Background: an optimization exercise with open tools, aiming at a short achievable clock period and few clock cycles. Do not read the settings as production practice. In this exercise RTL edits were held to simulation tests only and were not proved equivalent to the original. Power and IR drop assume default switching activity.

==> design.v <==
package mipsPkg;
	localparam int dataWidth = 32;
	localparam int addrWidth = 30;	 
	localparam int regAddrWidth = 5;
	localparam int regCount = 32;
	localparam int immWidth = 16;
	typedef enum logic [5:0] {
		opRtype = 6'd0,
		opJ     = 6'd2,
		opBeq   = 6'd4,
		opAddi  = 6'd8,
		opSlti  = 6'd10,
		opAndi  = 6'd12,
		opOri   = 6'd13,
		opLw    = 6'd35,
		opSw    = 6'd43
	} opcodeE;
	typedef enum logic [5:0] {
		fnAdd = 6'd32,
		fnSub = 6'd34,
		fnAnd = 6'd36,
		fnOr  = 6'd37,
		fnXor = 6'd38,
		fnNor = 6'd39,
		fnSlt = 6'd42
	} functE;
	typedef enum logic [3:0] {
		aluAdd,
		aluSub,
		aluAnd,
		aluOr,
		aluXor,
		aluNor,
		aluSlt
	} aluOpE;
	typedef enum logic [1:0] {
		srcReg,
		srcSext,
		srcZext
	} srcBE;
	localparam logic [addrWidth-1:0] resetPc = '0;
	localparam logic [dataWidth-1:0] nopInstr = '0;	 
endpackage
import mipsPkg::*;
module regFile (
	input  logic DCACHE_stall,
	input  logic rst_n,
	input  logic [mipsPkg::regCount-1:0] rsSel,
	input  logic [mipsPkg::regCount-1:0] rtSel,
	input  logic [mipsPkg::regCount-1:0] wbWe,	 
	input  logic [mipsPkg::dataWidth-1:0] wbData,
	output logic [mipsPkg::dataWidth-1:0] rsData,
	output logic [mipsPkg::dataWidth-1:0] rtData
);
	logic [dataWidth-1:0] regs [regCount];
	always_ff @(posedge DCACHE_stall or negedge rst_n) begin
		if (!rst_n) begin
			for (int i = 0; i < regCount; i++)
				regs[i] <= '0;
		end else begin
			for (int i = 1; i < regCount; i++)
				if (wbWe[i])
					regs[i] <= wbData;
		end
	end
	always_comb begin
		rsData = '0;
		rtData = '0;
		for (int i = 1; i < regCount; i++) begin
			rsData = rsData | (regs[i] & {dataWidth{rsSel[i]}});
			rtData = rtData | (regs[i] & {dataWidth{rtSel[i]}});
		end
	end
endmodule
import mipsPkg::*;
module mipsPipeline (
	input  logic DCACHE_stall,
	input  logic rst_n,
	output logic icacheRen,
	output logic [mipsPkg::addrWidth-1:0] icacheAddr,
	input  logic [mipsPkg::dataWidth-1:0] icacheRdata,
	input  logic icacheStall,
	output logic dcacheRen,
	output logic dcacheWen,
	output logic [mipsPkg::addrWidth-1:0] dcacheAddr,
	output logic [mipsPkg::dataWidth-1:0] dcacheWdata,
	input  logic [mipsPkg::dataWidth-1:0] dcacheRdata,
	input  logic dcacheHold
);
	logic stall;
	logic [addrWidth-1:0] pc;		 
	logic dValid;				 
	logic [dataWidth-1:0] ir;
	logic [addrWidth-1:0] dPcp1;
	logic [addrWidth-immWidth-1:0] dHiInc, dHiDec;	 
	logic [regCount-1:0] dRsSel, dRtSel;	 
	logic exRegWr, exLoad, exStore, exBeq;	 
	logic [regAddrWidth-1:0] exDest;
	logic [dataWidth-1:0] exT, exG, exSt;	 
	logic exSub, exSlt;
	logic [dataWidth-1:0] aluOut;			 
	logic [2:0] exSel;			 
	logic [addrWidth-1:0] exTarget;
	logic mRegWr, mLoad, mStore;		 
	logic [regAddrWidth-1:0] mDest;
	logic [dataWidth-1:0] mRes, mSt;
	logic wWr;				 
	logic [regAddrWidth-1:0] wDest;
	logic [dataWidth-1:0] wVal;
	assign stall = dcacheHold && (mLoad || mStore);
	logic [addrWidth-1:0] pcp1, jTarget;
	logic fIsJ, taken, luStall;
	assign icacheRen = 1'b1;
	assign icacheAddr = fetchPc;
	assign pcp1 = pc + 1'b1;
	assign fIsJ = icacheRdata[31:26] == opJ;
	assign jTarget = {pcp1[addrWidth-1:26], icacheRdata[25:0]};
	logic pcHold;
	logic [addrWidth-1:0] pcNew, fetchPc;
	assign pcHold = stall || (!taken && (luStall || icacheStall));
	assign pcNew = taken ? exTarget : fIsJ ? jTarget : pcp1;
	always_ff @(posedge DCACHE_stall or negedge rst_n) begin
		if (!rst_n) begin
			pc <= resetPc;
			dValid <= 1'b0;
		end else if (!stall) begin
			if (!pcHold)
				pc <= pcNew;
			if (taken)
				dValid <= 1'b0;
			else if (!luStall)
				dValid <= !icacheStall;
		end
	end
	always_ff @(posedge DCACHE_stall or negedge rst_n) begin
		if (!rst_n)
			fetchPc <= resetPc;
		else
			fetchPc <= pcHold ? pc : pcNew;
	end
	always_ff @(posedge DCACHE_stall or negedge rst_n) begin
		if (!rst_n) begin
			ir <= nopInstr;
			dPcp1 <= '0;
			dHiInc <= '0;
			dHiDec <= '0;
		end else if (!stall && !luStall) begin
			ir <= icacheRdata;
			dPcp1 <= pcp1;
			dHiInc <= &pc[immWidth-1:0] ? pc[addrWidth-1:immWidth] + 2'd2
				: pc[addrWidth-1:immWidth] + 2'd1;
			dHiDec <= &pc[immWidth-1:0] ? pc[addrWidth-1:immWidth]
				: pc[addrWidth-1:immWidth] - 1'b1;
		end
	end
	always_ff @(posedge DCACHE_stall or negedge rst_n) begin
		if (!rst_n) begin
			dRsSel <= '0;
			dRtSel <= '0;
		end else if (!stall && !luStall) begin
			for (int i = 0; i < regCount; i++) begin
				dRsSel[i] <= icacheRdata[25:21] == 5'(i);
				dRtSel[i] <= icacheRdata[20:16] == 5'(i);
			end
		end
	end
	logic [5:0] op, fn;
	logic [regAddrWidth-1:0] rs, rt, rd;
	logic isAlu, isImm, isLw, isSw, isBeq;
	logic regWrDec, useImm, zextImm, subDec, sltDec;
	logic [2:0] selDec;
	logic [regAddrWidth-1:0] destDec;
	logic [dataWidth-1:0] rfRs, rfRt, rsVal, rtVal, immVal;
	logic eHitRs, eHitRt, useRs, useRt;
	assign op = ir[31:26];
	assign fn = ir[5:0];
	assign rs = ir[25:21];
	assign rt = ir[20:16];
	assign rd = ir[15:11];
	always_comb begin
		isAlu = 1'b0;
		isImm = 1'b0;
		isLw = 1'b0;
		isSw = 1'b0;
		isBeq = 1'b0;
		subDec = 1'b0;
		sltDec = 1'b0;
		selDec = 3'd0;
		zextImm = 1'b0;
		case (op)
			opRtype: begin
				isAlu = 1'b1;
				case (fn)
					fnAdd: ;
					fnSub: subDec = 1'b1;
					fnAnd: selDec = 3'd1;
					fnOr:  selDec = 3'd2;
					fnXor: selDec = 3'd3;
					fnNor: selDec = 3'd4;
					fnSlt: begin subDec = 1'b1; sltDec = 1'b1; selDec = 3'd5; end
					default: isAlu = 1'b0;
				endcase
			end
			opAddi: isImm = 1'b1;
			opSlti: begin isImm = 1'b1; subDec = 1'b1; sltDec = 1'b1; selDec = 3'd5; end
			opAndi: begin isImm = 1'b1; zextImm = 1'b1; selDec = 3'd1; end
			opOri:  begin isImm = 1'b1; zextImm = 1'b1; selDec = 3'd2; end
			opLw: isLw = 1'b1;
			opSw: isSw = 1'b1;
			opBeq: isBeq = 1'b1;
			default: ;
		endcase
	end
	assign destDec = isAlu ? rd : rt;
	assign regWrDec = dValid && (isAlu || isImm || isLw) && destDec != '0;
	assign useImm = isImm || isLw || isSw;
	assign useRs = isAlu || isImm || isLw || isSw || isBeq;
	assign useRt = isAlu || isSw || isBeq;
	assign immVal = zextImm ? {16'd0, ir[15:0]} : {{16{ir[15]}}, ir[15:0]};
	regFile uRegFile (
		.DCACHE_stall(DCACHE_stall), .rst_n(rst_n), .rsSel(dRsSel), .rtSel(dRtSel),
		.wbWe(wWe), .wbData(wVal),
		.rsData(rfRs), .rtData(rfRt)
	);
	function automatic logic [dataWidth-1:0] bypass(input logic [regAddrWidth-1:0] idx,
			input logic [dataWidth-1:0] rf, input logic mWr, input logic [regAddrWidth-1:0] mD,
			input logic mLd, input logic [dataWidth-1:0] mR, input logic [dataWidth-1:0] ld,
			input logic wW, input logic [regAddrWidth-1:0] wD, input logic [dataWidth-1:0] wV);
		logic [dataWidth-1:0] early;
		early = mWr && mD == idx ? (mLd ? ld : mR) : wV;
		bypass = (mWr && mD == idx) || (wW && wD == idx) ? early : rf;
	endfunction
	assign rsVal = bypass(rs, rfRs, mRegWr, mDest, mLoad, mRes, dcacheRdata, wWr, wDest, wVal);
	assign rtVal = bypass(rt, rfRt, mRegWr, mDest, mLoad, mRes, dcacheRdata, wWr, wDest, wVal);
	logic eHitRsReg, eHitRtReg;
	always_ff @(posedge DCACHE_stall or negedge rst_n) begin
		if (!rst_n) begin
			eHitRsReg <= 1'b0;
			eHitRtReg <= 1'b0;
		end else if (!stall) begin
			eHitRsReg <= !taken && !luStall && regWrDec && icacheRdata[25:21] == destDec;
			eHitRtReg <= !taken && !luStall && regWrDec && icacheRdata[20:16] == destDec;
		end
	end
	assign eHitRs = eHitRsReg;
	assign eHitRt = eHitRtReg;
	logic luStallReg, fUseRs, fUseRt, fHitNext;
	logic [5:0] fOp, fFn;
	assign fOp = icacheRdata[31:26];
	assign fFn = icacheRdata[5:0];
	always_comb begin
		fUseRs = 1'b0;
		fUseRt = 1'b0;
		case (fOp)
			opRtype: begin
				fUseRs = fFn == fnAdd || fFn == fnSub || fFn == fnAnd || fFn == fnOr
					|| fFn == fnXor || fFn == fnNor || fFn == fnSlt;
				fUseRt = fUseRs;
			end
			opAddi, opSlti, opAndi, opOri, opLw: fUseRs = 1'b1;
			opSw, opBeq: begin fUseRs = 1'b1; fUseRt = 1'b1; end
			default: ;
		endcase
	end
	assign fHitNext = (fUseRs && icacheRdata[25:21] == destDec)
		|| (fUseRt && icacheRdata[20:16] == destDec);
	always_ff @(posedge DCACHE_stall or negedge rst_n) begin
		if (!rst_n)
			luStallReg <= 1'b0;
		else if (!stall)
			luStallReg <= !taken && !luStall && isLw && regWrDec && !icacheStall && fHitNext;
	end
	assign luStall = luStallReg;
	always_ff @(posedge DCACHE_stall or negedge rst_n) begin
		if (!rst_n) begin
			exRegWr <= 1'b0;
			exLoad <= 1'b0;
			exStore <= 1'b0;
			exBeq <= 1'b0;
		end else if (!stall) begin
			if (taken || luStall || !dValid) begin
				exRegWr <= 1'b0;
				exLoad <= 1'b0;
				exStore <= 1'b0;
				exBeq <= 1'b0;
			end else begin
				exRegWr <= regWrDec;
				exLoad <= isLw;
				exStore <= isSw;
				exBeq <= isBeq;
			end
		end
	end
	logic [dataWidth-1:0] bNext;
	assign bNext = useImm ? immVal : rtVal;
	logic [dataWidth-1:0] aNext, bEff;
	assign aNext = eHitRs ? aluOut : rsVal;
	assign bEff = (eHitRt && !useImm ? aluOut : bNext) ^ {dataWidth{subDec}};
	logic [immWidth:0] loSum;
	logic [addrWidth-1:0] dTarget;
	assign loSum = {1'b0, dPcp1[immWidth-1:0]} + {1'b0, ir[15:0]};
	assign dTarget[immWidth-1:0] = loSum[immWidth-1:0];
	assign dTarget[addrWidth-1:immWidth] = ir[15] == loSum[immWidth]
		? dPcp1[addrWidth-1:immWidth] : ir[15] ? dHiDec : dHiInc;
	always_ff @(posedge DCACHE_stall or negedge rst_n) begin
		if (!rst_n) begin
			exDest <= '0;
			exT <= '0;
			exG <= '0;
			exSt <= '0;
			exSub <= 1'b0;
			exSlt <= 1'b0;
			exSel <= '0;
			exTarget <= '0;
		end else if (!stall) begin
			exDest <= destDec;
			exT <= aNext | bEff;
			exG <= aNext & bEff;
			exSt <= eHitRt ? aluOut : rtVal;
			exSub <= subDec;
			exSlt <= sltDec;
			exSel <= selDec;
			exTarget <= dTarget;
		end
	end
	logic [dataWidth:0] sum;
	logic [dataWidth-1:0] gen [0:5];
	logic [dataWidth-1:0] prop [0:5];
	always_comb begin
		gen[0] = exG;
		prop[0] = exT;	 
		gen[0][0] = gen[0][0] | (prop[0][0] & exSub);
		for (int l = 1; l <= 5; l++) begin
			for (int i = 0; i < dataWidth; i++) begin
				if (i >= (1 << (l - 1))) begin
					gen[l][i] = gen[l-1][i] | (prop[l-1][i] & gen[l-1][i - (1 << (l - 1))]);
					prop[l][i] = prop[l-1][i] & prop[l-1][i - (1 << (l - 1))];
				end else begin
					gen[l][i] = gen[l-1][i];
					prop[l][i] = prop[l-1][i];
				end
			end
		end
		sum[0] = exT[0] & ~exG[0] ^ exSub;
		for (int i = 1; i < dataWidth; i++)
			sum[i] = (exT[i] & ~exG[i]) ^ gen[5][i-1];
		sum[dataWidth] = gen[5][dataWidth-1];
	end
	logic [dataWidth-1:0] logicOut;
	always_comb begin
		case (exSel)
			3'd1: logicOut = exG;
			3'd2: logicOut = exT;
			3'd3: logicOut = exT & ~exG;
			3'd4: logicOut = ~exT;
			default: logicOut = '0;
		endcase
		aluOut = exSel == 3'd0 ? sum[dataWidth-1:0] : logicOut;
		if (exSel == 3'd5)
			aluOut[0] = !sum[dataWidth];	 
	end
	assign taken = exBeq && exT == exG;
	always_ff @(posedge DCACHE_stall or negedge rst_n) begin
		if (!rst_n) begin
			mRegWr <= 1'b0;
			mLoad <= 1'b0;
			mStore <= 1'b0;
		end else if (!stall) begin
			mRegWr <= exRegWr;
			mLoad <= exLoad;
			mStore <= exStore;
		end
	end
	always_ff @(posedge DCACHE_stall or negedge rst_n) begin
		if (!rst_n) begin
			mDest <= '0;
			mRes <= '0;
			mSt <= '0;
		end else if (!stall) begin
			mDest <= exDest;
			mRes <= aluOut;
			mSt <= exSt;
		end
	end
	logic oRen, oWen;
	logic [addrWidth-1:0] oAddr;
	logic [dataWidth-1:0] oWdata;
	always_ff @(posedge DCACHE_stall or negedge rst_n) begin
		if (!rst_n) begin
			oRen <= 1'b0;
			oWen <= 1'b0;
		end else if (!(dcacheHold && (oRen || oWen))) begin	 
			oRen <= exLoad;
			oWen <= exStore;
		end
	end
	always_ff @(posedge DCACHE_stall) begin
		oAddr <= stall ? mRes[dataWidth-1:2] : aluOut[dataWidth-1:2];	 
		oWdata <= stall ? mSt : exSt;
	end
	assign dcacheRen = oRen;
	assign dcacheWen = oWen;
	assign dcacheAddr = oAddr;
	assign dcacheWdata = oWdata;
	logic [regCount-1:0] wWe;	 
	always_ff @(posedge DCACHE_stall or negedge rst_n) begin
		if (!rst_n) begin
			wWr <= 1'b0;
			wWe <= '0;
		end else begin
			wWr <= mRegWr && !stall;
			for (int i = 0; i < regCount; i++)
				wWe[i] <= mRegWr && !stall && mDest == 5'(i) && i != 0;
		end
	end
	always_ff @(posedge DCACHE_stall) begin
		wDest <= mDest;
		wVal <= mLoad ? dcacheRdata : mRes;
	end
endmodule
==> run.sh <==
#!/bin/bash
# synth_recipe.tcl (not shown) runs the flow's synth.tcl, then flattens the netlist and writes it again
# the make line also repeats each setting of config.mk as NAME=value (left out here)
make -C /OpenROAD-flow-scripts/flow DESIGN_CONFIG=/design/flow/config.mk WORK_HOME=/design/flow/orfs CLKGATE_MAP_FILE= SYNTH_SCRIPT=/design/flow/synth_recipe.tcl finish
==> config.mk <==
export PLATFORM = sky130hd
export DESIGN_NAME = mipsPipeline
export DESIGN_NICKNAME = mipsPipeline
export VERILOG_FILES = /design/flow/design.v
export SDC_FILE = /design/flow/constraint.sdc
export NUM_CORES = 4
export LEC_CHECK = 0
export ABC_CLOCK_PERIOD_IN_PS = 2500
export CAP_MARGIN = 20
export CORE_MARGIN = 2
export CORE_UTILIZATION = 40
export PLACE_DENSITY = 0.6
export SETUP_SLACK_MARGIN = 5
export SLEW_MARGIN = 20
==> constraint.sdc <==
create_clock -name core_clock -period 8.0 [get_ports {DCACHE_stall}]
set_input_delay 1.6000 -clock core_clock [delete_from_list [all_inputs] [get_ports {DCACHE_stall}]]
set_output_delay 1.6000 -clock core_clock [all_outputs]
set_load 0.01 [all_outputs]
==> impl_summary.txt, run 1 <==
----------------------------------------------------
[Status]
  Status ... complete, no violations

[Routing]
  WL final ... 352000 um
  ANT nets after route ... 0
  First-pass detailed-route iteration total ... 13
  # DRC ... 0
  Vias per Instance ... 7.06
  Via total after detailed routing ... 67100
  Routed WL per cell ... 37.1 um
  DRC violation total after the first TritonRoute iteration ... 13200

[Placed design]
  Worst setup timing slack at the placement stage ... 3520 ps
  Number of port buffers ... 161
  Area after DPL ... 79400 um2
  Gp weighted congestion ... 0.960
  Post-detailed-placement half-perimeter wirelength ... 193000 um

[Clock tree]
  Maximum clock insertion buffer count ... 3
  Inserted Clock Buffers ... 163
  Sink Count ... 1551
  CTS tree ... done
  CTS clock-pin slew for the worst setup and hold paths ... 60 ps
  Number of levels the H-tree was split into ... 4
  Later-pin clock latency in the skew report ... 840 ps
  Cell at the root of the clock tree ... sky130_fd_sc_hd__clkbuf_16

[Synth]
  Mean post-synth cell area ... 11.1 um2
  Biggest area consumer among synthesized cells ... sky130_fd_sc_hd__dfrtp_1
  Total nets after synthesis ... 6906
  Cell types occupying the most area after synthesis ... sky130_fd_sc_hd__dfrtp_1 (48%), sky130_fd_sc_hd__mux2_2 (16%), sky130_fd_sc_hd__a22o_1 (4.1%)
  Leading post-synthesis cells by instance count ... sky130_fd_sc_hd__dfrtp_1 (1452), sky130_fd_sc_hd__mux2_2 (1051), sky130_fd_sc_hd__nand2_1 (600)
  Synth Register Bits ... 1551
  Synth cell types ... 93
  Gate count of the mapped netlist ... 6783
  Combined area of all synthesized cells ... 75500 um2
  Area share of the largest cell type after synthesis ... 48.2%
  Most used flip-flop cell after synthesis ... sky130_fd_sc_hd__dfrtp_1
  Async SR Flop Fraction ... 93.6%
  Sequential element share of the synthesized area ... 50.8%
  Number of synthesized flops with an enable pin ... 0
  Cell with the most instances after synthesis ... sky130_fd_sc_hd__dfrtp_1
  Synth warn ... 5

[Worst setup path]
  Data required time of the critical path ... 8680 ps
  Depth of the worst register-to-register path ... 12
  Startpoint of the most critical register-to-register path ... dRtSel[12]
  Crit path launch type ... register
  CP endpoint kind ... register
  Arrival time of the worst setup path ... 4070 ps
  Critical path class ... reg -> reg
  Register-to-Register Setup Slack ... 4600 ps
  Endpoint of the worst-slack reg-to-reg timing path ... exT[0]
  Maximum fanout encountered on the critical timing path ... 10

[Worst hold path]
  Hold path startpoint ... mSt[14]
  Worst Hold Depth ... 2
  Hold Crit Endpoint ... oWdata[14]
  Class of the most critical hold timing path ... reg -> reg

[Finish]
  Finished layout cell area ... 89400 um2
  Post-layout utilization of the core ... 47.6%
  Synth-to-Final Area Change ... 18.4%
  Share of cells above drive strength 1 ... 31.7%
  Final #Nets ... 6970

[Power]
  Static power due to leakage ... 39.7 nW
  Total internal power ... 13.7 mW
  Proportion of power drawn by flip-flops and latches ... 47.7%
  Share of power burned in the clock network ... 41.1%
  Switching share of power ... 28.8%
  Max rail drop VDD ... 0.227 mV
  Combinational power share ... 11.3%
  Net switching power ... 5.53 mW
  PwrDens ... 215 nW/um2

[Timing]
  Summed negative setup slack over all endpoints ... 0 ps
  Final hold violation count ... 0
  Slew headroom ... 18.3%
  Setup Skew ... 45.2 ps
  Final Cycle Share ... 42.5%
  Fin worst setup slack ... 4600 ps
  Unrepaired setup endpoints after global routing ... yes
  Slew @ Worst Pin ... 1230 ps
  Final number of max-transition violations ... 0
  Fin crit period ... 3400 ps
  Hold Worst Slack ... 452 ps
  Peak clock frequency supported by timing ... 294 MHz
  Final Setup Violations ... 0

[Floorplan]
  Die extent in x ... 438 um
  Floorplan die height ... 438 um
  Starting utilization of the core area ... 40.2%
  Std cell rows ... 159
  Core Box Area ... 188000 um2
  IO Count ... 163
  Die footprint ... 192000 um2

[Global route]
  Pin count of the biggest net entering global routing ... 191
  Number of antenna violations at the first check in global routing ... 18
  Vias in the first global route ... 63400
  First-pass GRT wire length ... 488000 um
  GR Overflow Total ... 0
  Overall routing resource usage ... 35.5%

[Run]
  Number of violations of the max-capacitance limit ... 0

----------------------------------------------------
## worst max-delay path by stage
stage | slack, ps | from | endpoint
global route | 4640 | dRtSel[12] | exT[0]
floorplan | 4670 | icacheRdata[26] | fetchPc[19]
global placement | 3570 | dcacheHold | exG[31]
finish | 4600 | dRtSel[12] | exT[0]
detailed placement | 3520 | dcacheHold | exG[31]
CTS | 4870 | dRtSel[29] | exT[27]
## worst max-delay path, cell delays in order (launching register included)
cell and delay [ps]:
sky130_fd_sc_hd__dfrtp_4 510, sky130_fd_sc_hd__buf_12 170, sky130_fd_sc_hd__buf_16 170, sky130_fd_sc_hd__a22o_1 260
sky130_fd_sc_hd__a221oi_2 190, sky130_fd_sc_hd__nand4_1 720, sky130_fd_sc_hd__nor3_2 340, sky130_fd_sc_hd__nor3_1 90
sky130_fd_sc_hd__a211oi_1 190, sky130_fd_sc_hd__a31oi_1 90, sky130_fd_sc_hd__mux2i_1 230, sky130_fd_sc_hd__xnor2_1 170
sky130_fd_sc_hd__a31oi_1 120
## power groups by stage
stage               logic (mW)  clock network (mW)  registers, mW
floorplan                 1.26                   0           8.84
global placement          1.90                   0           9.23
detailed placement        1.93                   0           9.24
CTS                       2.03                7.90           9.09
global route              2.29                8.25           9.20
finish                    2.16                7.88           9.15
## per-layer routing
layer	share of wire, %	GRT usage [%]
met1	36	45.8
met2	39	48.4
met3	16	15.4
met4	8.6	22.5
met5	0.16	0.794
## layout make-up
| cell class | count | area [um2] |
|---|---|---|
| clock buffer | 249 | 4820 |
| antenna | 19 | 47.5 |
| timing repair buffer | 537 | 5720 |
| sequential | 1551 | 38600 |
| multi-input combinational | 4529 | 36200 |
| fill | 16800 | 98300 |
| tap | 2495 | 3120 |
| clock inverter | 55 | 652 |
| inverter | 65 | 248 |
## flip-flops by register name, indices dropped and copies added, names as in the netlist, 31 cells and up
name	count
uRegFile.regs	992
exG	32
exSt	32
exT	32
ir	32
mRes	32
mSt	32
oWdata	32
wVal	32
dRsSel	31
dRtSel	31
wWe	31
## cells by family (layout without fill, tap and decap cells)
logic type / count (synthesis) / count (layout) / share of synthesized area, %
AO/OA/AOI/OAI: 1841 / 1842 / 18.3
XOR/XNOR: 148 / 148 / 1.72
adder cells (fa/ha/maj): 55 / 55 / 0.922
buffers and inverters: 712 / 906 / 3.62
flip-flops: 1551 / 1551 / 50.8
multiplexers: 1104 / 1104 / 16.4
other: 1 / 20 / 0.00497
AND/OR/NAND/NOR: 1371 / 1379 / 8.23
## what timing repair did
action / in CTS / in global routing
setup endpoints to repair: 516 / 282
pin swaps: 72 / 124
hold buffers: 0 / 0
cloned: 16 / 5
setup buffers: 111 / 80
gates resized for setup: 684 / 260
## through the flow
step,total power [mW],std cells
2_1_floorplan,10.1,6783
3_3_place_gp,11.1,8965
3_5_place_dp,11.2,8965
4_1_cts,19.0,9396
5_1_grt,19.7,9484
6_report,19.2,9500
## cells in the final DEF (no fill, tap or decap), types with 67 or more instances in the layout
| cell type | Yosys | final |
|---|---|---|
| sky130_fd_sc_hd__dfrtp_1 | 1452 | 1340 |
| sky130_fd_sc_hd__mux2_2 | 1051 | 1051 |
| sky130_fd_sc_hd__nand2_1 | 600 | 595 |
| sky130_fd_sc_hd__a22o_1 | 354 | 354 |
| sky130_fd_sc_hd__nor2_1 | 303 | 296 |
| sky130_fd_sc_hd__a221oi_1 | 347 | 288 |
| sky130_fd_sc_hd__a22oi_1 | 216 | 214 |
| sky130_fd_sc_hd__o21ai_0 | 234 | 213 |
| sky130_fd_sc_hd__buf_4 | 5 | 213 |
| sky130_fd_sc_hd__a21oi_1 | 231 | 208 |
| sky130_fd_sc_hd__clkbuf_16 | 0 | 169 |
| sky130_fd_sc_hd__nand4_1 | 151 | 151 |
| sky130_fd_sc_hd__xnor2_1 | 78 | 77 |
| sky130_fd_sc_hd__dfrtp_2 | 0 | 77 |
| sky130_fd_sc_hd__dfxtp_1 | 99 | 76 |
| sky130_fd_sc_hd__nand3_1 | 74 | 72 |
| sky130_fd_sc_hd__xor2_1 | 70 | 67 |
| sky130_fd_sc_hd__o31ai_1 | 68 | 67 |
Testbench counts, summed over its fixed seeds: cycles 38,508.
==> run 2: changes to the inputs <==
--- a/config.mk
+++ b/config.mk
@@ -8,7 +8,7 @@
 export ABC_CLOCK_PERIOD_IN_PS = 2500
 export CAP_MARGIN = 20
 export CORE_MARGIN = 2
-export CORE_UTILIZATION = 40
-export PLACE_DENSITY = 0.6
+export CORE_UTILIZATION = 30
+export PLACE_DENSITY = 0.55
 export SETUP_SLACK_MARGIN = 5
 export SLEW_MARGIN = 20
==> run 2 against run 1 <==
  * Critical path type unchanged
  * Via count about the same
  * Synthesized cell count unchanged
  * Global-route usage decreased by 7.9 points
  * Critical endpoint is now exG[14]
  * Still clean on timing, DRC and antenna
==> impl_summary.txt, run 2 <==
----------------------------------------------------
[Status]
  Status ... complete, no violations (unchanged)

[Power]
  PwrDens ... 216 nW/um2 (was 215 nW/um2)
  Total internal power ... 14.0 mW (was 13.7 mW)
  Max rail drop VDD ... 0.239 mV (was 0.227 mV)
  Combinational power share ... 11.4% (was 11.3%)
  Static power due to leakage ... 40.0 nW (was 39.7 nW)
  Proportion of power drawn by flip-flops and latches ... 46.7% (was 47.7%)
  Design Power ... 19.6 mW (was 19.2 mW)
  Share of power burned in the clock network ... 41.9% (was 41.1%)
  Switching share of power ... 28.8% (about the same)
  Net switching power ... 5.64 mW (was 5.53 mW)

[Floorplan]
  Starting utilization of the core area ... 30.1% (was 40.2%)
  Std cell rows ... 184 (was 159)
  IO Count ... 163 (unchanged)
  Die footprint ... 256000 um2 (was 192000 um2)
  Die extent in x ... 506 um (was 438 um)
  Floorplan die height ... 506 um (was 438 um)
  Core Box Area ... 251000 um2 (was 188000 um2)

[Worst setup path]
  Depth of the worst register-to-register path ... 12 (unchanged)
  Maximum fanout encountered on the critical timing path ... 8 (was 10)
  Data required time of the critical path ... 8760 ps (was 8680 ps)
  CP endpoint kind ... register (unchanged)
  Startpoint of the most critical register-to-register path ... dRtSel[24] (was dRtSel[12])
  Critical path class ... reg -> reg (unchanged)
  Arrival time of the worst setup path ... 4070 ps (about the same)
  Crit path launch type ... register (unchanged)
  Endpoint of the worst-slack reg-to-reg timing path ... exG[14] (was exT[0])
  Register-to-Register Setup Slack ... 4700 ps (was 4600 ps)

[Clock tree]
  Sink Count ... 1551 (unchanged)
  Number of levels the H-tree was split into ... 4 (unchanged)
  Hold_buf cts ... 0 (unchanged)
  Maximum clock insertion buffer count ... 3 (unchanged)
  Cell at the root of the clock tree ... sky130_fd_sc_hd__clkbuf_16 (unchanged)
  Inserted Clock Buffers ... 168 (was 163)
  CTS tree ... done (unchanged)
  CTS clock-pin slew for the worst setup and hold paths ... 60 ps (about the same)
  Later-pin clock latency in the skew report ... 870 ps (was 840 ps)

[Placed design]
  Post-detailed-placement half-perimeter wirelength ... 202000 um (was 193000 um)
  Gp weighted congestion ... 0.940 (was 0.960)
  Number of port buffers ... 161 (unchanged)

[Routing]
  Routed WL per cell ... 35.9 um (was 37.1 um)
  WL final ... 372000 um (was 352000 um)
  # DRC ... 0 (unchanged)
  Via total after detailed routing ... 67000 (was 67100)
  ANT nets after route ... 0 (unchanged)
  Vias per Instance ... 6.47 (was 7.06)
  First-pass detailed-route iteration total ... 11 (was 13)
  DRC violation total after the first TritonRoute iteration ... 12400 (was 13200)

[Finish]
  Share of cells above drive strength 1 ... 32.7% (was 31.7%)
  Reg with most FFs ... uRegFile.regs (unchanged)
  Final-layout fill cell count ... 24400 (was 16800)
  Most frequent cells in the layout ... sky130_fd_sc_hd__dfrtp_1 (1332), sky130_fd_sc_hd__mux2_2 (1051), sky130_fd_sc_hd__nand2_1 (591) (was sky130_fd_sc_hd__dfrtp_1 (1340), sky130_fd_sc_hd__mux2_2 (1051), sky130_fd_sc_hd__nand2_1 (595))
  Most frequent standard cell in the layout excluding fill and tap cells ... sky130_fd_sc_hd__dfrtp_1 (unchanged)
  Number of flip-flops in the largest register ... 992 (unchanged)
  Synth-to-Final Area Change ... 20.6% (was 18.4%)
  Final #Nets ... 6972 (was 6970)

[Synth]
  Cell with the most instances after synthesis ... sky130_fd_sc_hd__dfrtp_1 (unchanged)
  Mean post-synth cell area ... 11.1 um2 (unchanged)
  Area share of the largest cell type after synthesis ... 48.2% (unchanged)
  Biggest area consumer among synthesized cells ... sky130_fd_sc_hd__dfrtp_1 (unchanged)
  Synth cell types ... 93 (unchanged)
  Most used flip-flop cell after synthesis ... sky130_fd_sc_hd__dfrtp_1 (unchanged)
  Cell types occupying the most area after synthesis ... sky130_fd_sc_hd__dfrtp_1 (48%), sky130_fd_sc_hd__mux2_2 (16%), sky130_fd_sc_hd__a22o_1 (4.1%) (unchanged)
  Synth warn ... 5 (unchanged)
  Leading post-synthesis cells by instance count ... sky130_fd_sc_hd__dfrtp_1 (1452), sky130_fd_sc_hd__mux2_2 (1051), sky130_fd_sc_hd__nand2_1 (600) (unchanged)
  Async SR Flop Fraction ... 93.6% (unchanged)
  Number of synthesized flops with an enable pin ... 0 (unchanged)
  Gate count of the mapped netlist ... 6783 (unchanged)
  Combined area of all synthesized cells ... 75500 um2 (unchanged)
  Synth Register Bits ... 1551 (unchanged)
  Sequential element share of the synthesized area ... 50.8% (unchanged)
  Total nets after synthesis ... 6906 (unchanged)

[Timing]
  Slew @ Worst Pin ... 1260 ps (was 1230 ps)
  Summed negative setup slack over all endpoints ... 0 ps (unchanged)
  Unrepaired setup endpoints after global routing ... yes (unchanged)
  Fin crit period ... 3300 ps (was 3400 ps)
  Slew headroom ... 16.2% (was 18.3%)
  Final number of max-transition violations ... 0 (unchanged)
  Peak clock frequency supported by timing ... 303 MHz (was 294 MHz)
  Final Cycle Share ... 41.3% (was 42.5%)
  Setup Skew ... 67.8 ps (was 45.2 ps)
  Final hold violation count ... 0 (unchanged)
  Final Setup Violations ... 0 (unchanged)

[Global route]
  GR Overflow Total ... 0 (unchanged)
  Vias in the first global route ... 63500 (was 63400)
  Overall routing resource usage ... 27.6% (was 35.5%)
  Pin count of the biggest net entering global routing ... 169 (was 191)
  First-pass GRT wire length ... 506000 um (was 488000 um)
  Number of antenna violations at the first check in global routing ... 13 (was 18)

[Worst hold path]
  Class of the most critical hold timing path ... reg -> reg (unchanged)
  Hold Crit Endpoint ... oWdata[22] (was oWdata[14])
  Worst Hold Depth ... 2 (unchanged)
  Hold path startpoint ... mSt[22] (was mSt[14])

[Run]
  Number of violations of the max-capacitance limit ... 0 (unchanged)

----------------------------------------------------
-- run 2: cell counts after synthesis --
Identical to the previous run, type by type.
-- run 2: timing repair --
item / in CTS / in global routing
setup endpoints to repair: 575 / 262
buffers inserted: 113 / 71
pin swaps: 85 / 154
resized for setup: 742 / 315
cloned: 19 / 10
-- run 2: worst max-delay path, cell delays in order, from the launching register on --
cell	delay, ps
sky130_fd_sc_hd__dfrtp_4	550
sky130_fd_sc_hd__buf_12	180
sky130_fd_sc_hd__buf_16	160
sky130_fd_sc_hd__a22o_1	190
sky130_fd_sc_hd__a221oi_2	180
sky130_fd_sc_hd__nand4_1	600
sky130_fd_sc_hd__nor3_1	330
sky130_fd_sc_hd__nor3_1	100
sky130_fd_sc_hd__a211oi_2	300
sky130_fd_sc_hd__a21oi_2	110
sky130_fd_sc_hd__o31ai_2	110
sky130_fd_sc_hd__xnor2_2	120
sky130_fd_sc_hd__o31ai_2	280
-- run 2: layout make-up --
type                       instances  area (um2)  share of cell area, %
timing repair buffer             531        5680                   6.25
antenna                           15        37.5                 0.0413
clock buffer                     261        5090                   5.59
inverter                          65         245                  0.270
tap                             3348        4190                   4.60
clock inverter                    46         653                  0.718
sequential                      1551       38600                   42.4
multi-input combinational       4532       36500                   40.1
-- run 2: worst max path at each step --
| stage | from | to | slack [ps] |
|---|---|---|---|
| floorplan | icacheRdata[26] | fetchPc[19] | 4670 |
| CTS | dRtSel[24] | exT[20] | 4880 |
| global route | dRtSel[24] | exT[15] | 4780 |
| finish | dRtSel[24] | exG[14] | 4700 |
| detailed placement | dcacheHold | dHiInc[0] | 3290 |
| global placement | dcacheHold | dHiInc[0] | 3300 |
-- run 2: cell families after synthesis --
| kind of cell | Yosys count | share of synthesized area [%] |
|---|---|---|
| muxes | 1104 | 16.4 |
| and+or+nand+nor | 1371 | 8.23 |
| buffers and inverters | 712 | 3.62 |
| xor gates and xnor gates | 148 | 1.72 |
| DFF | 1551 | 50.8 |
| AOI/OAI and AO/OA | 1841 | 18.3 |
| other | 1 | 0.00497 |
| adders and majority gates | 55 | 0.922 |
-- run 2: through the flow --
step / std cells / hold slack, ps / util (%) / worst slack (ps) / area [um2]
after floorplan: 6783 / 342 / - / 4670 / 75500
after global placement: 9813 / 443 / 32.1 / 3300 / 80400
after detailed placement: 9814 / 443 / 32.1 / 3290 / 80400
after CTS: 10300 / 460 / 35.4 / 4880 / 88800
after global routing: 10300 / 486 / 36.3 / 4780 / 90900
final: 10300 / 454 / 36.3 / 4700 / 91000
-- run 2: power groups by stage --
stage | clock network, mW | registers (mW) | logic (mW)
after global routing | 8.60 | 9.21 | 2.37
after global placement | 0 | 9.24 | 1.94
after CTS | 8.26 | 9.09 | 2.09
after floorplan | 0 | 8.84 | 1.26
final | 8.23 | 9.16 | 2.24
after detailed placement | 0 | 9.24 | 1.98
-- run 2: routing by layer --
layer  part of all wire (%)  track usage [%]  vias to the layer above
met5                  0.082            0.188                        -
met4                    8.0             17.5                       15
met3                     15             11.5                     1610
met2                     40             37.7                     5854
met1                     37             35.8                    33800
li1                       -                -                    25700
==> run 3: changes to the inputs <==
--- a/design.v
+++ b/design.v
@@ -47,6 +47,8 @@
 	input  logic rst_n,
 	input  logic [mipsPkg::regCount-1:0] rsSel,
 	input  logic [mipsPkg::regCount-1:0] rtSel,
+	input  logic [mipsPkg::regCount-1:0] rsSelHi,	 
+	input  logic [mipsPkg::regCount-1:0] rtSelHi,
 	input  logic [mipsPkg::regCount-1:0] wbWe,	 
 	input  logic [mipsPkg::dataWidth-1:0] wbData,
 	output logic [mipsPkg::dataWidth-1:0] rsData,
@@ -67,8 +69,8 @@
 		rsData = '0;
 		rtData = '0;
 		for (int i = 1; i < regCount; i++) begin
-			rsData = rsData | (regs[i] & {dataWidth{rsSel[i]}});
-			rtData = rtData | (regs[i] & {dataWidth{rtSel[i]}});
+			rsData = rsData | (regs[i] & {{(dataWidth/2){rsSelHi[i]}}, {(dataWidth/2){rsSel[i]}}});
+			rtData = rtData | (regs[i] & {{(dataWidth/2){rtSelHi[i]}}, {(dataWidth/2){rtSel[i]}}});
 		end
 	end
 endmodule
@@ -94,6 +96,7 @@
 	logic [addrWidth-1:0] dPcp1;
 	logic [addrWidth-immWidth-1:0] dHiInc, dHiDec;	 
 	logic [regCount-1:0] dRsSel, dRtSel;	 
+	logic [regCount-1:0] dRsSelHi, dRtSelHi;	 
 	logic exRegWr, exLoad, exStore, exBeq;	 
 	logic [regAddrWidth-1:0] exDest;
 	logic [dataWidth-1:0] exT, exG, exSt;	 
@@ -157,10 +160,14 @@
 		if (!rst_n) begin
 			dRsSel <= '0;
 			dRtSel <= '0;
+			dRsSelHi <= '1;	 
+			dRtSelHi <= '1;
 		end else if (!stall && !luStall) begin
 			for (int i = 0; i < regCount; i++) begin
 				dRsSel[i] <= icacheRdata[25:21] == 5'(i);
 				dRtSel[i] <= icacheRdata[20:16] == 5'(i);
+				dRsSelHi[i] <= icacheRdata[25:21] == 5'(i);
+				dRtSelHi[i] <= icacheRdata[20:16] == 5'(i);
 			end
 		end
 	end
@@ -219,6 +226,7 @@
 	assign immVal = zextImm ? {16'd0, ir[15:0]} : {{16{ir[15]}}, ir[15:0]};
 	regFile uRegFile (
 		.DCACHE_stall(DCACHE_stall), .rst_n(rst_n), .rsSel(dRsSel), .rtSel(dRtSel),
+		.rsSelHi(dRsSelHi), .rtSelHi(dRtSelHi),
 		.wbWe(wWe), .wbData(wVal),
 		.rsData(rfRs), .rtData(rfRt)
 	);
--- a/config.mk
+++ b/config.mk
@@ -8,7 +8,7 @@
 export ABC_CLOCK_PERIOD_IN_PS = 2500
 export CAP_MARGIN = 20
 export CORE_MARGIN = 2
-export CORE_UTILIZATION = 30
-export PLACE_DENSITY = 0.55
+export CORE_UTILIZATION = 40
+export PLACE_DENSITY = 0.6
 export SETUP_SLACK_MARGIN = 5
 export SLEW_MARGIN = 20
==> run 3 against run 2 <==
  * Global-route usage rose by 6.7 points
  * Die area decreased by 23%
  * Synthesized area grew 2.3%
  * Combinational power is 22% lower
  * Total power down 1.6%
  * Sequential power rose by 0.4%
  * Clock skew fell by 28 ps
  * Largest cell class unchanged
  * Largest power group unchanged
==> impl_summary.txt, run 3 <==
----------------------------------------------------
[Timing]
  Slew @ Worst Pin ... 1280 ps (was 1260 ps)
  Final hold violation count ... 0 (unchanged)
  Fin worst setup slack ... 4690 ps (was 4700 ps)
  Final Cycle Share ... 41.4% (was 41.3%)
  Final number of max-transition violations ... 0 (unchanged)
  Setup Skew ... 39.7 ps (was 67.8 ps)
  Final Setup Violations ... 0 (unchanged)
  Slew headroom ... 14.8% (was 16.2%)
  Summed negative setup slack over all endpoints ... 0 ps (unchanged)
  Peak clock frequency supported by timing ... 302 MHz (was 303 MHz)
  Fin crit period ... 3310 ps (was 3300 ps)
  Unrepaired setup endpoints after global routing ... yes (unchanged)

[Synth]
  Synth cell types ... 92 (was 93)
  Number of synthesized flops with an enable pin ... 0 (unchanged)
  Fraction of the mapped netlist area in adder cells ... 0.901% (was 0.922%)
  Total nets after synthesis ... 7049 (was 6906)
  Fraction of synthesized cell area in xor and xnor cells ... 1.72% (about the same)
  Compound-Gate Fraction of Synth Area ... 18.3% (about the same)
  Synth warn ... 5 (unchanged)
  Biggest area consumer among synthesized cells ... sky130_fd_sc_hd__dfrtp_1 (unchanged)
  Most used flip-flop cell after synthesis ... sky130_fd_sc_hd__dfrtp_1 (unchanged)
  Mean post-synth cell area ... 11.2 um2 (was 11.1 um2)
  Cell types occupying the most area after synthesis ... sky130_fd_sc_hd__dfrtp_1 (47%), sky130_fd_sc_hd__mux2_2 (15%), sky130_fd_sc_hd__a22o_1 (3.6%) (was sky130_fd_sc_hd__dfrtp_1 (48%), sky130_fd_sc_hd__mux2_2 (16%), sky130_fd_sc_hd__a22o_1 (4.1%))
  Sequential element share of the synthesized area ... 51.7% (was 50.8%)
  Async SR Flop Fraction ... 93.9% (was 93.6%)
  Synth Register Bits ... 1613 (was 1551)
  Simple-gate share of the synthesized area ... 7.87% (was 8.23%)
  Main combinational cell family by area after synthesis ... compound AO/OA/AOI/OAI gates (unchanged)
  Combined area of all synthesized cells ... 77200 um2 (was 75500 um2)
  Area share of the largest cell type after synthesis ... 47.1% (was 48.2%)
  Gate count of the mapped netlist ... 6926 (was 6783)
  Leading post-synthesis cells by instance count ... sky130_fd_sc_hd__dfrtp_1 (1452), sky130_fd_sc_hd__mux2_2 (1041), sky130_fd_sc_hd__clkbuf_1 (569) (was sky130_fd_sc_hd__dfrtp_1 (1452), sky130_fd_sc_hd__mux2_2 (1051), sky130_fd_sc_hd__nand2_1 (600))
  Mux cell area share after synthesis ... 15.7% (was 16.4%)
  Cell with the most instances after synthesis ... sky130_fd_sc_hd__dfrtp_1 (unchanged)

[Worst setup path]
  Path length in cells of the critical path ... 14 (was 12)
  Crit path launch type ... register (unchanged)
  Depth of the worst register-to-register path ... 14 (was 12)
  Cell with the largest stage delay on the worst path ... sky130_fd_sc_hd__or3b_4 (was sky130_fd_sc_hd__nand4_1)
  Dominant delay contributor by cell family on the critical path ... compound AO/OA/AOI/OAI gates (unchanged)
  Endpoint of the worst-slack reg-to-reg timing path ... exTarget[17] (was exG[14])
  Crit path buf inv count ... 1 (was 2)
  Maximum fanout encountered on the critical timing path ... 7 (was 8)
  Startpoint of the worst setup timing path ... dPcp1[0] (was dRtSel[24])
  Arrival time of the worst setup path ... 4000 ps (was 4070 ps)
  Data required time of the critical path ... 8690 ps (was 8760 ps)
  Cell with the most instances on the worst path ... sky130_fd_sc_hd__o21ai_2
  Longest individual stage delay on the worst path ... 470 ps (was 600 ps)
  Startpoint of the most critical register-to-register path ... dPcp1[0] (was dRtSel[24])
  CP endpoint kind ... register (unchanged)
  Critical path class ... reg -> reg (unchanged)
  Register-to-Register Setup Slack ... 4690 ps (was 4700 ps)
  Ordered list of cells on the worst path ... ha_4 -> inv_2 -> fa_2 -> nor2b_1 -> o21a_1 -> o21ai_2 -> a21oi_2 -> a211oi_2 -> o21ai_2 -> or4_4 -> a41o_4 -> or3b_4 -> o22ai_1 -> a21oi_1 (was buf_12 -> buf_16 -> a22o_1 -> a221oi_2 -> nand4_1 -> nor3_1 -> nor3_1 -> a211oi_2 -> a21oi_2 -> o31ai_2 -> xnor2_2 -> o31ai_2)
  Critical path capture point ... exTarget[17] (was exG[14])

[Finish]
  Most frequent standard cell in the layout excluding fill and tap cells ... sky130_fd_sc_hd__dfrtp_1 (unchanged)
  Share of cells above drive strength 1 ... 31.4% (was 32.7%)
  Final #Nets ... 7015 (was 6972)
  Reg with most FFs ... uRegFile.regs (unchanged)
  Most frequent cells in the layout ... sky130_fd_sc_hd__dfrtp_1 (1376), sky130_fd_sc_hd__mux2_2 (1040), sky130_fd_sc_hd__nand2_1 (528) (was sky130_fd_sc_hd__dfrtp_1 (1332), sky130_fd_sc_hd__mux2_2 (1051), sky130_fd_sc_hd__nand2_1 (591))
  Number of flip-flops in the largest register ... 992 (unchanged)
  Final-layout fill cell count ... 17400 (was 24400)
  Final standard cell count with taps included and fillers excluded ... 9577 (was 10300)
  Finished layout cell area ... 90300 um2 (was 91000 um2)
  Synth-to-Final Area Change ... 17.0% (was 20.6%)

[Routing]
  Routed WL per cell ... 36.7 um (was 35.9 um)
  # DRC ... 0 (unchanged)
  DRC violation total after the first TritonRoute iteration ... 11300 (was 12400)
  First-pass detailed-route iteration total ... 10 (was 11)
  Vias per Instance ... 6.96 (was 6.47)
  ANT nets after route ... 0 (unchanged)
  WL final ... 352000 um (was 372000 um)
  Via total after detailed routing ... 66700 (was 67000)

[Floorplan]
  Die footprint ... 197000 um2 (was 256000 um2)
  Starting utilization of the core area ... 40.2% (was 30.1%)
  IO Count ... 163 (unchanged)
  Std cell rows ... 161 (was 184)
  Floorplan die height ... 443 um (was 506 um)
  Core Box Area ... 192000 um2 (was 251000 um2)
  Die extent in x ... 443 um (was 506 um)

[Global route]
  GR met1 Demand/Resource ... 42.6% (was 35.8%)
  Top Usage Layer GRT ... met2 (unchanged)
  Vias in the first global route ... 63500 (about the same)
  Number of antenna violations at the first check in global routing ... 13 (unchanged)
  First-pass GRT wire length ... 484000 um (was 506000 um)
  GR Overflow Total ... 0 (unchanged)
  Pin count of the biggest net entering global routing ... 177 (was 169)
  Met3 track demand over resource ... 13.9% (was 11.5%)
  Overall routing resource usage ... 34.4% (was 27.6%)
  Met2 track demand over resource ... 48.1% (was 37.7%)

[Clock tree]
  Hold_buf cts ... 0 (unchanged)
  Number of levels the H-tree was split into ... 4 (unchanged)
  Sink Count ... 1613 (was 1551)
  CTS clock-pin slew for the worst setup and hold paths ... 60 ps (about the same)
  Inserted Clock Buffers ... 173 (was 168)
  CTS tree ... done (unchanged)
  Cell at the root of the clock tree ... sky130_fd_sc_hd__clkbuf_16 (unchanged)
  Later-pin clock latency in the skew report ... 860 ps (was 870 ps)
  Maximum clock insertion buffer count ... 3 (unchanged)

[Placed design]
  Post-detailed-placement half-perimeter wirelength ... 192000 um (was 202000 um)
  Number of port buffers ... 161 (unchanged)
  Inst Count DP ... 9082 (was 9814)
  Area after DPL ... 80900 um2 (was 80400 um2)
  Worst setup timing slack at the placement stage ... 3650 ps (was 3290 ps)
  Gp weighted congestion ... 0.957 (was 0.940)

[Power]
  Max rail drop VDD ... 0.202 mV (was 0.239 mV)
  Static power due to leakage ... 40.9 nW (was 40.0 nW)
  PwrDens ... 214 nW/um2 (was 216 nW/um2)
  Design Power ... 19.3 mW (was 19.6 mW)

[Status]
  Status ... complete, no violations (unchanged)

[Worst hold path]
  Class of the most critical hold timing path ... reg -> reg (unchanged)

[Run]
  Number of violations of the max-capacitance limit ... 0 (unchanged)

----------------------------------------------------
==> run 3: changes by cell type in the layout (fill, tap and decap cells not counted), sizes merged, moves of 19 or more <==
cell and delta:
a21o +62, a22o -34, dfstp +62, a211oi +34
buf -33, o21ai +27, nand3 +19, a22oi +137
nand2 -64, nor2 +23, a221oi -67, o31ai -47
==> run 3: logic make-up after synthesis <==
family	Yosys count
compound gates	1922
flops	1613
simple gates	1337
mux	1082
buf+inv	764
xor+xnor	152
fa+ha+maj	55
other cells	1
==> run 3: worst min-delay path by stage <==
stage | from | to | depth (start not counted)
floorplan | mDest[0] | wDest[0] | 0
global placement | mSt[8] | oWdata[8] | 2
detailed placement | mSt[6] | oWdata[6] | 2
CTS | mSt[1] | oWdata[1] | 2
global route | mSt[31] | mSt[31] | 2
finish | mSt[26] | oWdata[26] | 2
==> run 3: report_power, final <==
part | switching (mW) | leakage (nW) | internal, mW
Sequential | 0.634 | 21.3 | 8.57
Combinational | 1.09 | 16.8 | 0.667
Clock | 3.56 | 2.85 | 4.80
Total | 5.27 | 40.9 | 14.0
==> run 3: what timing repair did <==
| action | in CTS | in global routing |
|---|---|---|
| gates resized for setup | 662 | 263 |
| pin swaps | 40 | 117 |
| gates cloned | 11 | 9 |
| setup endpoints to repair | 575 | 255 |
| buffers inserted | 52 | 88 |
==> run 3: worst register-to-register path, cell delays in order (launching register included) <==
cell,delay (ps)
sky130_fd_sc_hd__dfrtp_1,410
sky130_fd_sc_hd__ha_4,180
sky130_fd_sc_hd__inv_2,50
sky130_fd_sc_hd__fa_2,190
sky130_fd_sc_hd__nor2b_1,50
sky130_fd_sc_hd__o21a_1,190
sky130_fd_sc_hd__o21ai_2,170
sky130_fd_sc_hd__a21oi_2,90
sky130_fd_sc_hd__a211oi_2,250
sky130_fd_sc_hd__o21ai_2,160
sky130_fd_sc_hd__or4_4,460
sky130_fd_sc_hd__a41o_4,280
sky130_fd_sc_hd__or3b_4,480
sky130_fd_sc_hd__o22ai_1,150
sky130_fd_sc_hd__a21oi_1,60
==> run 3: area by class of cell <==
type,count,area (um2),area share (%)
inverter,62,240,0.266
timing repair buffer,486,4610,5.10
tap,2526,3160,3.50
sequential,1613,40200,44.5
clock inverter,61,796,0.881
antenna,10,25.0,0.0277
clock buffer,263,5050,5.59
multi-input combinational,4556,36200,40.1
==> run 3: per-layer routing <==
layer / up-vias / part of all wire [%]
li1: 25900 / -
met1: 33200 / 36
met2: 5729 / 40
met3: 1901 / 14
met4: 26 / 9.3
met5: - / 0.11
==> run 3: stage by stage <==
stage	hold slack, ps	utilization (%)
after floorplan	345	-
after global placement	438	42.1
after detailed placement	446	42.1
after CTS	460	45.8
after global routing	482	47.0
final	453	47.0
Testbench counts of run 3, summed over its fixed seeds: cycles 38,508.

[separate check: timing with driven ports]
Ports are ideal in the flow. The routed layouts listed here were re-timed in OpenROAD.
Step 1: set_driving_cell puts a clkbuf_16 on DCACHE_stall and a buf_2 on each other input, an assumption about the parent block.
Step 2 moves the port delays by t, midway between the first and last clock arrival at a register: inputs arrive t later, outputs are due t later. That takes back most of the time a late clock gives input paths.
Slacks: ideal ports / drivers / drivers and shift; pairs: ideal ports / drivers.
run	shift t [ns]	setup slack, ns	slew at the worst register clock pin (ns)
run 1	0.904	4.604 / 4.604 / 4.103	0.07 / 0.07
run 2	0.923	4.695 / 4.695 / 4.146	0.07 / 0.07
run 3	0.926	4.690 / 4.690 / 4.051	0.07 / 0.07
After both steps every run listed still meets setup and hold. The setup slack of run 3, which loses most, moves by 0.000 ns with the drivers and by -0.639 ns with both steps.
